What follows belongs to an exercise in optimizing a design on an open flow for small area and a short achievable clock period; a production flow would make more cautious choices. Where RTL was checked, it was by simulation tests only, not by an equivalence proof against the original. No activity file was given, so power comes from the tool's default toggle rates.

==> flow/design.v (excerpt) <==
module ram_pipe (
    input  logic        clk,
    input  logic        rst,
    input  logic        req_valid,
    output logic        req_ready,
    input  logic        req_we,
    input  logic [7:0]  req_addr,
    input  logic [15:0] req_wdata,
    output logic        rsp_valid,
    output logic [15:0] rsp_rdata,
    input  logic        clr_start,
    output logic        busy
);
For scale: ~14000 cells after synthesis, roughly 48 I/O pins, about 150000 sq um of cells after synthesis.
==> flow/config.mk <==
export PLATFORM = sky130hd
export DESIGN_NAME = ram_pipe
export DESIGN_NICKNAME = ram_pipe
export VERILOG_FILES = /design/flow/design.v
export SDC_FILE = /design/flow/constraint.sdc
export NUM_CORES = 4
export LEC_CHECK = 0
export ABC_CLOCK_PERIOD_IN_PS = 2000
export CAP_MARGIN = 20
export CORE_MARGIN = 2
export CORE_UTILIZATION = 70
export CTS_CLUSTER_DIAMETER = 55
export CTS_CLUSTER_SIZE = 25
export PLACE_DENSITY = 0.75
export SETUP_SLACK_MARGIN = 2.0
export SLEW_MARGIN = 30
export SYNTH_HIERARCHICAL = 1
export SYNTH_MINIMUM_KEEP_SIZE = 0
==> flow/constraint.sdc <==
create_clock -name core_clock -period 4.0 [get_ports {clk}]
set_input_delay 0.8000 -clock core_clock [delete_from_list [all_inputs] [get_ports {clk}]]
set_output_delay 0.8000 -clock core_clock [all_outputs]
set_load 0.01 [all_outputs]
run.sh (not shown) runs the stock make flow with config.mk's settings and CLKGATE_MAP_FILE= SYNTH_SCRIPT=/design/flow/synth_recipe.tcl, a recipe that flattens the netlist after the stock synthesis.
The baseline completed with no timing, DRC or antenna violations.
Change:
- CORE_UTILIZATION: 70 -> 65
- CTS_CLUSTER_DIAMETER: 55 -> 60
- CTS_CLUSTER_SIZE: 25 -> 30
- PLACE_DENSITY: 0.75 -> 0.72
- SETUP_SLACK_MARGIN: 2.0 -> 2.1
Result:
- sequential share of layout area decreases by 0.61 points
- clock-buffer cell count falls by 47
- setup slack improved by 0.049 ns
- clock power drops by about 5%
- global-route usage goes down by 2.4 points
- synthesized cell count stays the same
- power drops by 1.4%
- die area grows by 7.6%
- maximum frequency increases by 2.1%
- first-iteration DRC count decreases by 13%
Change:
- CORE_UTILIZATION: 65 -> 70
- PLACE_DENSITY: 0.72 -> 0.75
- SETUP_SLACK_MARGIN: 2.1 -> 1.9
The changed run passed the timing, design-rule and antenna checks.
Design area came out lower by 3.4%.
Routed wire length came out lower by 3.5%.
Count of clock-buffer cells in the layout came out lower by 2.
Via count barely changes.
Fmax came out lower by 3.3%.
Change:
- CORE_UTILIZATION: 70 -> 60
- CTS_CLUSTER_DIAMETER: 60 -> 55
- CTS_CLUSTER_SIZE: 30 -> 25
- PLACE_DENSITY: 0.75 -> default
- SETUP_SLACK_MARGIN: 1.9 -> 2.2
Global-route usage goes down by 4.3 points.
Die area goes up by about 17%.
Hold slack gets worse by 0.020 ns.
Cell count goes up by 6.1%.
First-iteration DRC count goes down by 11%.
Clock power goes up by 25%.
Via count goes up by 1.1%.

========
build 33:
ram_pipe, a different RTL version from the one above (not shown whole).
Size in the first run: roughly 13000 cells after synthesis, about 4300 flip-flops, ~48 I/O pins, ~140000 µm² of cells after synthesis.
Settings: LEC_CHECK=0, ABC_CLOCK_PERIOD_IN_PS=2000, CAP_MARGIN=20, CORE_MARGIN=2, CORE_UTILIZATION=60, CTS_CLUSTER_DIAMETER=55, CTS_CLUSTER_SIZE=25, SETUP_SLACK_MARGIN=1.8, SLEW_MARGIN=30, SYNTH_HIERARCHICAL=1, SYNTH_MINIMUM_KEEP_SIZE=0; clock period 4.0 ns.
Build 33 | status: complete | timing, DRC, antenna: pass
The inputs of trial 48 differ from those of build 33 as listed below.
# build 33
export LEC_CHECK = 0
export ABC_CLOCK_PERIOD_IN_PS = 2000
export CAP_MARGIN = 20
export CORE_MARGIN = 2
export CORE_UTILIZATION = 60
export CTS_CLUSTER_DIAMETER = 55
export CTS_CLUSTER_SIZE = 25
export SETUP_SLACK_MARGIN = 1.8
export SLEW_MARGIN = 30
export SYNTH_HIERARCHICAL = 1
export SYNTH_MINIMUM_KEEP_SIZE = 0
create_clock -name core_clock -period 4.0 [get_ports {clk}]
# trial 48
export LEC_CHECK = 0
export ABC_CLOCK_PERIOD_IN_PS = 2000
export CAP_MARGIN = 20
export CORE_MARGIN = 2
export CORE_UTILIZATION = 70
export CTS_CLUSTER_DIAMETER = 60
export CTS_CLUSTER_SIZE = 30
export PLACE_DENSITY = 0.75
export SETUP_SLACK_MARGIN = 1.9
export SLEW_MARGIN = 30
export SYNTH_HIERARCHICAL = 1
export SYNTH_MINIMUM_KEEP_SIZE = 0
create_clock -name core_clock -period 4.0 [get_ports {clk}]
### Flow results
Compared with build 33, trial 48 shows a higher hold slack. NOTE: actual transition at the worst max-transition pin in trial 48 falls short of that of build 33. Trial 48 ended with less power than build 33. Trial 48 vs build 33, capture point of the worst path: cand_q[7][14] vs mem[91][13]. Compared to build 33, trial 48 leaves less free space in the core. Trial 48 gives less via count of the first global-routing pass than build 33 did. Trial 48 against build 33: level count of the clock H-tree lost 1; die area lost about 14%.
No functional check of the RTL was part of any run of this note.

[afterwards: timing with drivers on the ports]
The flow's constraints put no driver on any port. The routed layouts listed below were extracted and timed again, unchanged, in two steps. Step 1: set_driving_cell puts a clkbuf_16 on clk and a buf_2 on each other input, an assumption about the parent block. Step 2, shift: input delay + t, output delay - t, t = (earliest + latest rising clock arrival at the registers) / 2. This alone moves slack from input paths to output paths. Three values: no drivers, after step 1, after step 2; two values: the first two.
run	shift t [ns]	slack for setup (ns)	latest minus earliest clock arrival (ns)	cell pins on the clock port's net
the first run of note 1	1.016	1.609 / 1.319 / 0.302	0.039 / 0.039	1
the second run of note 1	1.022	1.658 / 1.406 / 0.384	0.056 / 0.056	1
the third run of note 1	1.017	1.579 / 1.354 / 0.337	0.050 / 0.050	1
the fourth run of note 1	1.076	1.616 / 1.455 / 0.379	0.058 / 0.058	1
build 33	1.050	1.632 / 1.632 / 0.633	0.061 / 0.062	1
trial 48	1.017	1.502 / 1.520 / 0.503	0.048 / 0.048	1
After both steps setup and hold are still met in every run listed. For the first run of note 1, which loses most, drivers alone change the setup slack by -0.290 ns; drivers and shift together by -1.307 ns.
